What follows belongs to an exercise in optimizing a design on an open flow for small area; a production flow would make more cautious choices. In this exercise RTL edits were held to simulation tests only and were not proved equivalent to the original. No activity file was given, so power comes from the tool's default toggle rates.

### design/flow/constraint.sdc
create_clock -name core_clock -period 12.0 [get_ports {clk}]
set_input_delay 2.4000 -clock core_clock [delete_from_list [all_inputs] [get_ports {clk}]]
set_output_delay 2.4000 -clock core_clock [all_outputs]
set_load 0.01 [all_outputs]
### design/flow/run.sh
#!/bin/bash
# synth_recipe.tcl (not shown) runs the flow's synth.tcl, then flattens the netlist and writes it again
# the make line also repeats each setting of config.mk as NAME=value (left out here)
make -C /OpenROAD-flow-scripts/flow DESIGN_CONFIG=/design/flow/config.mk WORK_HOME=/design/flow/orfs CLKGATE_MAP_FILE= SYNTH_SCRIPT=/design/flow/synth_recipe.tcl finish
### design/flow/config.mk
export PLATFORM = sky130hd
export DESIGN_NAME = rotate_points_about_centroid_core
export DESIGN_NICKNAME = rotate_points_about_centroid_core
export VERILOG_FILES = /design/flow/design.v
export SDC_FILE = /design/flow/constraint.sdc
export NUM_CORES = 4
export LEC_CHECK = 0
export CAP_MARGIN = 20
export CORE_MARGIN = 2
export CORE_UTILIZATION = 40
export SLEW_MARGIN = 20
### design/flow/design.v
`default_nettype none
package rpc_pkg;
  localparam int CoordW = 16;
  localparam int SumW = 23;
  localparam int OutW = 22;
  localparam int DivW = 24;
  typedef enum logic [2:0] {
    ST_LOAD,
    ST_DIV,
    ST_EMIT_RD,
    ST_EMIT_MUL,
    ST_EMIT_OUT
  } rpc_state_t;
  typedef enum logic {
    CFG_COS = 1'b0,
    CFG_SIN = 1'b1
  } rpc_cfg_idx_t;
  typedef struct packed {
    logic load;
    logic div_start;
    logic emit_rd;
    logic emit_mul;
    logic out_load;
    logic clear;
  } rpc_cmd_t;
  typedef struct packed {
    logic div_done;
    logic rd_last;
    logic empty;
  } rpc_sts_t;
endpackage
`default_nettype wire
`default_nettype none
module rpc_ctrl (
  input  wire logic            clk,
  input  wire logic            rst,
  input  wire logic            in_valid,
  input  wire logic            in_last,
  output logic                 in_stall,
  output logic                 out_valid,
  input  wire logic            out_stall,
  output rpc_pkg::rpc_cmd_t    cmd,
  input  wire rpc_pkg::rpc_sts_t sts
);
  rpc_pkg::rpc_state_t state, state_next;
  logic       out_full, out_full_next;
  logic       was_last, was_last_next;
  logic       in_acc;
  assign in_acc = in_valid && !in_stall;
  always_comb begin
    state_next = state;
    unique case (state)
      rpc_pkg::ST_LOAD: if (in_acc && in_last) state_next = rpc_pkg::ST_DIV;
      rpc_pkg::ST_DIV: begin
        if (sts.empty) state_next = rpc_pkg::ST_LOAD;
        else if (sts.div_done) state_next = rpc_pkg::ST_EMIT_RD;
      end
      rpc_pkg::ST_EMIT_RD: state_next = rpc_pkg::ST_EMIT_MUL;
      rpc_pkg::ST_EMIT_MUL: state_next = rpc_pkg::ST_EMIT_OUT;
      rpc_pkg::ST_EMIT_OUT: begin
        if (!out_full || !out_stall) state_next = was_last ? rpc_pkg::ST_LOAD : rpc_pkg::ST_EMIT_RD;
      end
      default: state_next = rpc_pkg::ST_LOAD;
    endcase
  end
  always_comb begin
    cmd = '0;
    in_stall = (state != rpc_pkg::ST_LOAD);
    out_full_next = out_full && out_stall;
    was_last_next = was_last;
    unique case (state)
      rpc_pkg::ST_LOAD: cmd.load = in_acc;
      rpc_pkg::ST_DIV: begin
        cmd.div_start = 1'b0;
        cmd.clear = sts.empty;
      end
      rpc_pkg::ST_EMIT_RD: begin
        cmd.emit_rd = 1'b1;
        was_last_next = sts.rd_last;
      end
      rpc_pkg::ST_EMIT_MUL: cmd.emit_mul = 1'b1;
      rpc_pkg::ST_EMIT_OUT: begin
        if (!out_full || !out_stall) begin
          cmd.out_load = 1'b1;
          out_full_next = 1'b1;
          cmd.clear = was_last;
        end
      end
      default: ;
    endcase
    if (state == rpc_pkg::ST_LOAD && in_acc && in_last) cmd.div_start = 1'b1;
  end
  assign out_valid = out_full;
  always_ff @(posedge clk) begin
    if (rst) begin
      state <= rpc_pkg::ST_LOAD;
      out_full <= 1'b0;
      was_last <= 1'b0;
    end else begin
      state <= state_next;
      out_full <= out_full_next;
      was_last <= was_last_next;
    end
  end
endmodule
`default_nettype wire
`default_nettype none
module rpc_dp #(
  parameter int MaxVertices = 64
) (
  input  wire logic                      clk,
  input  wire logic                      rst,
  input  wire logic                      cfg_we,
  input  wire logic                      cfg_idx,
  input  wire logic signed [15:0]        cfg_data,
  input  wire logic signed [15:0]        x_in,
  input  wire logic signed [15:0]        y_in,
  input  wire rpc_pkg::rpc_cmd_t         cmd,
  output rpc_pkg::rpc_sts_t              sts,
  output logic signed [rpc_pkg::OutW-1:0] x_out,
  output logic signed [rpc_pkg::OutW-1:0] y_out,
  output logic                           last_out,
  output logic                           overflow
);
  localparam int SumW = rpc_pkg::SumW;
  localparam int OutW = rpc_pkg::OutW;
  localparam int DivW = rpc_pkg::DivW;
  localparam int AddrW = (MaxVertices > 1) ? $clog2(MaxVertices) : 1;
  localparam int CntW = $clog2(MaxVertices + 1);
  logic [31:0]            mem [MaxVertices];
  logic [31:0]            rd_data;
  logic signed [15:0]     cos_r, sin_r;
  logic signed [SumW-1:0] sum_x, sum_y;
  logic [CntW-1:0]        count, rd_ptr;
  logic                   dropped, full;
  logic [DivW-1:0]        dq_x, dq_y, dr_x, dr_y;
  logic [4:0]             dstep;
  logic                   dbusy, neg_x, neg_y;
  logic [DivW:0]          tr_x, tr_y;
  logic signed [16:0]     cx, cy;
  logic [4:0]             dcnt;
  logic                   div_fin, extra_done;
  logic signed [17:0]     dx, dy;
  logic signed [35:0]     px_c, py_s, px_s, py_c;
  logic signed [37:0]     rx, ry;
  logic signed [38:0]     ox, oy;
  logic signed [28:0]     qx, qy;
  assign full = (count == CntW'(MaxVertices));
  always_ff @(posedge clk) begin
    if (rst) begin
      cos_r <= 16'sd16384;
      sin_r <= '0;
    end else if (cfg_we) begin
      if (cfg_idx == rpc_pkg::CFG_COS) cos_r <= cfg_data;
      else sin_r <= cfg_data;
    end
  end
  always_ff @(posedge clk) begin
    if (cmd.load && !full) mem[count[AddrW-1:0]] <= {y_in, x_in};
    if (cmd.emit_rd) rd_data <= mem[rd_ptr[AddrW-1:0]];
  end
  always_ff @(posedge clk) begin
    if (rst || cmd.clear) begin
      sum_x <= '0; sum_y <= '0; count <= '0; dropped <= 1'b0; rd_ptr <= '0;
    end else begin
      if (cmd.load) begin
        if (full) dropped <= 1'b1;
        else begin
          sum_x <= sum_x + SumW'(x_in);
          sum_y <= sum_y + SumW'(y_in);
          count <= count + 1'b1;
        end
      end
      if (cmd.emit_rd) rd_ptr <= rd_ptr + 1'b1;
    end
  end
  assign tr_x = {dr_x, dq_x[DivW-1]} - {{(DivW+1-CntW){1'b0}}, count};
  assign tr_y = {dr_y, dq_y[DivW-1]} - {{(DivW+1-CntW){1'b0}}, count};
  always_ff @(posedge clk) begin
    if (rst) begin
      dbusy <= 1'b0;
      dstep <= '0;
    end else if (cmd.div_start) begin
      dbusy <= 1'b1;
      dstep <= '0;
    end else if (dbusy) begin
      dstep <= dstep + 1'b1;
      if (dstep == 5'(DivW - 1)) dbusy <= 1'b0;
    end
  end
  always_ff @(posedge clk) begin
    if (cmd.div_start) begin
      dr_x <= '0; dr_y <= '0;
    end else if (dbusy && dstep == 5'd0) begin
      dr_x <= '0; dr_y <= '0;
      neg_x <= sum_x[SumW-1];
      neg_y <= sum_y[SumW-1];
      dq_x <= DivW'(sum_x[SumW-1] ? -sum_x : sum_x);
      dq_y <= DivW'(sum_y[SumW-1] ? -sum_y : sum_y);
    end else if (dbusy || (div_fin && !extra_done)) begin
      if (!tr_x[DivW]) begin
        dr_x <= tr_x[DivW-1:0]; dq_x <= {dq_x[DivW-2:0], 1'b1};
      end else begin
        dr_x <= {dr_x[DivW-2:0], dq_x[DivW-1]}; dq_x <= {dq_x[DivW-2:0], 1'b0};
      end
      if (!tr_y[DivW]) begin
        dr_y <= tr_y[DivW-1:0]; dq_y <= {dq_y[DivW-2:0], 1'b1};
      end else begin
        dr_y <= {dr_y[DivW-2:0], dq_y[DivW-1]}; dq_y <= {dq_y[DivW-2:0], 1'b0};
      end
    end
  end
  always_ff @(posedge clk) begin
    if (rst || cmd.div_start) dcnt <= '0;
    else if (dbusy && dstep != 5'd0) dcnt <= dcnt + 1'b1;
  end
  assign cx = neg_x ? -(17'(dq_x)) : 17'(dq_x);
  assign cy = neg_y ? -(17'(dq_y)) : 17'(dq_y);
  assign div_fin = !dbusy && !cmd.div_start && dcnt == 5'(DivW - 1);
  always_ff @(posedge clk) begin
    if (rst || cmd.div_start) extra_done <= 1'b0;
    else if (div_fin) extra_done <= 1'b1;
  end
  assign sts.div_done = extra_done;
  assign sts.empty = (count == '0);
  assign sts.rd_last = (rd_ptr + 1'b1 == count);
  assign dx = 18'(signed'(rd_data[15:0])) - 18'(cx);
  assign dy = 18'(signed'(rd_data[31:16])) - 18'(cy);
  always_ff @(posedge clk) begin
    if (cmd.emit_mul) begin
      px_c <= dx * cos_r;
      py_s <= dy * sin_r;
      px_s <= dx * sin_r;
      py_c <= dy * cos_r;
    end
  end
  assign rx = 38'(px_c) - 38'(py_s) + 38'sd512;
  assign ry = 38'(px_s) + 38'(py_c) + 38'sd512;
  assign qx = 29'(rx >>> 10);
  assign qy = 29'(ry >>> 10);
  assign ox = 39'(qx) + 39'(cx) * 39'sd16;
  assign oy = 39'(qy) + 39'(cy) * 39'sd16;
  logic signed [OutW-1:0] sat_x, sat_y;
  always_comb begin
    if (ox > 39'sd2097151) sat_x = {1'b0, {(OutW-1){1'b1}}};
    else if (ox < -39'sd2097152) sat_x = {1'b1, {(OutW-1){1'b0}}};
    else sat_x = ox[OutW-1:0];
    if (oy > 39'sd2097151) sat_y = {1'b0, {(OutW-1){1'b1}}};
    else if (oy < -39'sd2097152) sat_y = {1'b1, {(OutW-1){1'b0}}};
    else sat_y = oy[OutW-1:0];
  end
  logic last_pend;
  always_ff @(posedge clk) begin
    if (cmd.emit_rd) last_pend <= sts.rd_last;
    if (cmd.out_load) begin
      x_out <= sat_x;
      y_out <= sat_y;
      last_out <= last_pend;
      overflow <= dropped;
    end
  end
endmodule
`default_nettype wire
`default_nettype none
module rotate_points_about_centroid_core #(
  parameter int MaxVertices = 64
) (
  input  wire logic               clk,
  input  wire logic               rst,
  input  wire logic               cfg_we,
  input  wire logic               cfg_idx,
  input  wire logic [15:0]        cfg_data,
  input  wire logic               in_valid,
  output logic                    in_stall,
  input  wire logic signed [15:0] x_in,
  input  wire logic signed [15:0] y_in,
  input  wire logic               last_in,
  output logic                    out_valid,
  input  wire logic               out_stall,
  output logic signed [21:0]      x_out,
  output logic signed [21:0]      y_out,
  output logic                    last_out,
  output logic                    overflow
);
  rpc_pkg::rpc_cmd_t cmd;
  rpc_pkg::rpc_sts_t sts;
  rpc_ctrl u_ctrl (
    .clk, .rst, .in_valid, .in_last(last_in), .in_stall,
    .out_valid, .out_stall, .cmd, .sts
  );
  rpc_dp #(.MaxVertices(MaxVertices)) u_dp (
    .clk, .rst, .cfg_we, .cfg_idx, .cfg_data(cfg_data),
    .x_in, .y_in, .cmd, .sts, .x_out, .y_out, .last_out, .overflow
  );
endmodule
`default_nettype wire
==> notes.md <==
## layer usage
metal	part of all wire (%)	global-route usage, %	wire length (um)	up-vias
met5	0.0073	0	27	-
met4	2.7	5.13	9820	4
met3	5.8	2.61	21400	439
met2	49	33.8	182000	2427
met1	42	26.9	155000	44964
li1	-	-	-	37216
## worst max path at each step
stage                  from       endpoint  slack, ns  depth (start not counted)
4_1_cts        u_dp.dq_x[0]  u_dp.px_s[33]       0.37                         43
3_3_place_gp   u_dp.dq_x[0]  u_dp.px_s[33]       0.41                         43
5_1_grt        u_dp.dq_y[0]  u_dp.py_s[32]       0.03                         40
3_5_place_dp   u_dp.dq_x[0]  u_dp.px_s[33]       0.38                         43
6_report       u_dp.dq_x[0]  u_dp.px_s[33]       0.64                         43
2_1_floorplan    u_dp.neg_y  u_dp.py_s[32]       1.54                         43
## worst max-delay path, delay by kind of cell, from the launching register on
kind	cells	cell delay (ns)
and+or+nand+nor	2	0.23
buffers and inverters	6	0.45
AOI/OAI and AO/OA	21	4.21
xor gates and xnor gates	2	0.40
DFF	1	0.43
adders and majority gates	12	5.40
## cell type report
class	count	area, um^2
Inverter	1525	5720
Antenna cell	8	20.0
Sequential cell	2471	72600
Clock buffer	348	7380
Clock inverter	145	1260
Timing Repair Buffer	334	2700
Multi-Input combinational cell	6154	67800
Fill cell	32224	202000
Tap cell	4816	6030
## cells by family after synthesis
group / after synthesis
DFF: 2471
xor gates and xnor gates: 468
AOI/OAI and AO/OA: 936
and+or+nand+nor: 2301
buffers and inverters: 2011
muxes: 694
adders and majority gates: 1755
## power by group through the flow
stage | Sequential, W | Combinational (W) | Clock [W]
after global routing | 0.00984 | 0.00750 | 0.00868
after detailed placement | 0.0100 | 0.00659 | 0
after floorplan | 0.00998 | 0.00483 | 0
after global placement | 0.0100 | 0.00644 | 0
final | 0.00983 | 0.00656 | 0.00817
after CTS | 0.00983 | 0.00662 | 0.00835
## sequential cells by signal, summed over array words and instances, names as in the netlist, 7 cells and up
register      flops
u_dp.cos_r       16
u_dp.count        7
u_dp.dq_x        24
u_dp.dq_y        24
u_dp.dr_x        24
u_dp.dr_y        24
u_dp.mem       2048
u_dp.px_c        34
u_dp.px_s        34
u_dp.py_c        34
u_dp.py_s        34
u_dp.rd_data     32
u_dp.rd_ptr       7
u_dp.sin_r       16
u_dp.sum_x       23
u_dp.sum_y       23
u_dp.x_out       22
u_dp.y_out       22
## repair_timing
| item | CTS | global route |
|---|---|---|
| setup endpoints to repair | 0 | 7 |
| resized for setup | 0 | 16 |
| endpoints found under the hold margin | 0 | 0 |
| buffers inserted | 0 | 0 |
## synthesized netlist by cell type (all sizes together), types with 74 or more instances
master / number
clkbuf: 431
nor3: 74
ha: 606
mux4: 672
nor2b: 117
nand2: 948
edfxtp: 2313
a21o: 118
a21oi: 283
inv: 1521
nor2: 358
o21ai: 244
dfxtp: 158
fa: 1140
xnor2: 325
nand2b: 80
xor2: 143
and2: 445
## metrics by stage
stage | total power, W | utilization [%]
floorplan | 0.0148 | -
global placement | 0.0164 | 42.3
detailed placement | 0.0166 | 42.3
CTS | 0.0248 | 44.7
global route | 0.0260 | 44.7
finish | 0.0246 | 44.7
==> out/metrics.cfg <==
[worst_setup_path]
cpPeakStageDelay_ns = 0.59
worstSetupStartpointType = flop
critPathArrivalTime_ns = 11.97
worstSetupPathType = reg -> reg
critPathRequiredTime_ns = 12.61
timing.rr.end = u_dp.px_s[33]
r2r.worst_path.cells = 43
crit_fanout = 17
crit_top_cell = fa_1
critical_path.slowest_cell = fa_1
r2r_setup_slack_ns = 0.64
endpoint_kind = flop
rr_startpoint = u_dp.dq_x[0]

[cells_and_area]
drive_above_1_share_pct = 13.7
fin_nets = 12563
instances_no_fill = 15801
mostFrequentLayoutCells = edfxtp_1 (2313), inv_1 (1521), fa_1 (1140)
synthToLayoutAreaGrowth_pct = 11.2
layout_commonest_cell = edfxtp_1
design_area_um2 = 164000

[drt]
via_per_inst = 5.38
drt_pass1_iterations = 5
num_vias = 85050
totalWireLength_um = 368000
ant_nets = 0
drc = 0
wire_per_inst_um = 23.3
first_iter_violations = 6971

[min_path]
min_to = u_dp.last_out
hp-start = u_dp.last_pend
whs_path_depth = 0
hp-class = reg -> reg

[cts]
cts.sinks = 2471
cts_tree = done
cts.htree.levels = 5
clockBufferDepth = 4
clk_latency_ns = 0.91
cts_buffers = 276
clkTransAtPathRegs_ns = 0.06
holdBufCountCts = 0
cts-root-buf = clkbuf_16

[pwr]
p_int_w = 0.0170
peakVddDrop_v = 0.000140
p_clk_share_pct = 33.3
share_comb_of_total_power_pct = 26.7
leakagePower_nw = 61.5
p_sw_share_pct = 30.6
seq_power_share_pct = 40.0
p_sw_w = 0.00751
power.density_nw_per_um2 = 150

[synthesis]
synth_area_um2 = 147000
synth_top_cell_by_area = edfxtp_1
synth-simple-area-share_pct = 7.52
synth_cell_types = 90
synth_area_leaders = edfxtp_1 (47%), fa_1 (16%), mux4_2 (10%)
ys_seq_area_share_pct = 49.3
yosysWarningCount = 2
syn-num-nets = 12437
synth_async_sr_flop_share_pct = 0
synth_top_area_share_pct = 47.2
synth_top_flop_cell = edfxtp_1
synthMuxAreaShare_pct = 10.4
synth-compound-area-share_pct = 4.03
synth_top_family_by_area = adder cells
synth-seq-cells = 2471
postSynthCellCount = 10636
synthAdderAreaFrac_pct = 20.7
synth_edf_count = 2313
synth_xor_area_share_pct = 2.80
avgSynthCellArea_um2 = 13.8

[placed_design]
hpwl_um = 248000
port-buffer-count = 102
gp_congestion = 0.851
dp_cells = 15300
post-place-ws_ns = 0.377
placed_area_um2 = 155000

[timing]
holdWs_ns = 0.420
maxSlewViolCount = 0
period_minus_slack_ns = 11.36
finClkSkew_ns = 0.0611
finalHoldViolCount = 0
rsz0062_at_grt = false
final-setup-viol-count = 0
setup_slack_ns = 0.642
totalNegativeSetupSlack_ns = 0
slew_headroom_pct = 17.7
tightest_slew_ns = 1.23
max_freq_mhz = 88.0
timing.final.crit_share_pct = 94.6

[die]
fp.dieW_um = 611
io_pins = 103
die_y_um = 611
coreArea_um2 = 366000
rows = 222
die-area_um2 = 373000
start_util_pct = 40.2

[global_routing]
grtUsageTotal_pct = 19.9
grt_pass1_vias = 89638
antenna_found_initial = 29
overflow = 0
grt_max_degree = 124
grt_pass1_wl_um = 560000

[run]
drv_cap = 0

[status]
status = no timing/DRC/antenna violations

## afterwards: timing with drivers on the ports
The results above use ideal ports. As a check the final layout listed here was re-extracted and re-timed, cells and wires unchanged.
Step 1 assumes that a clkbuf_16 drives the clock port and a buf_2 every other input.
Step 2 moves the port delays by t, midway between the first and last clock arrival at a register: inputs arrive t later, outputs are due t later. That takes back most of the time a late clock gives input paths.
a / b / c = no drivers / after step 1 / after step 2; a / b = the first two.
t (ns): 0.974
slack for setup (ns): 0.642 / 0.642 / 0.642
worst setup path after step 2: register to register
slew at the worst register clock pin (ns): 0.07 / 0.07
pins driven straight from the clock port: 1
After both steps setup and hold are still met in this run. For this run, drivers alone change the setup slack by 0.000 ns; drivers and shift together by 0.000 ns.
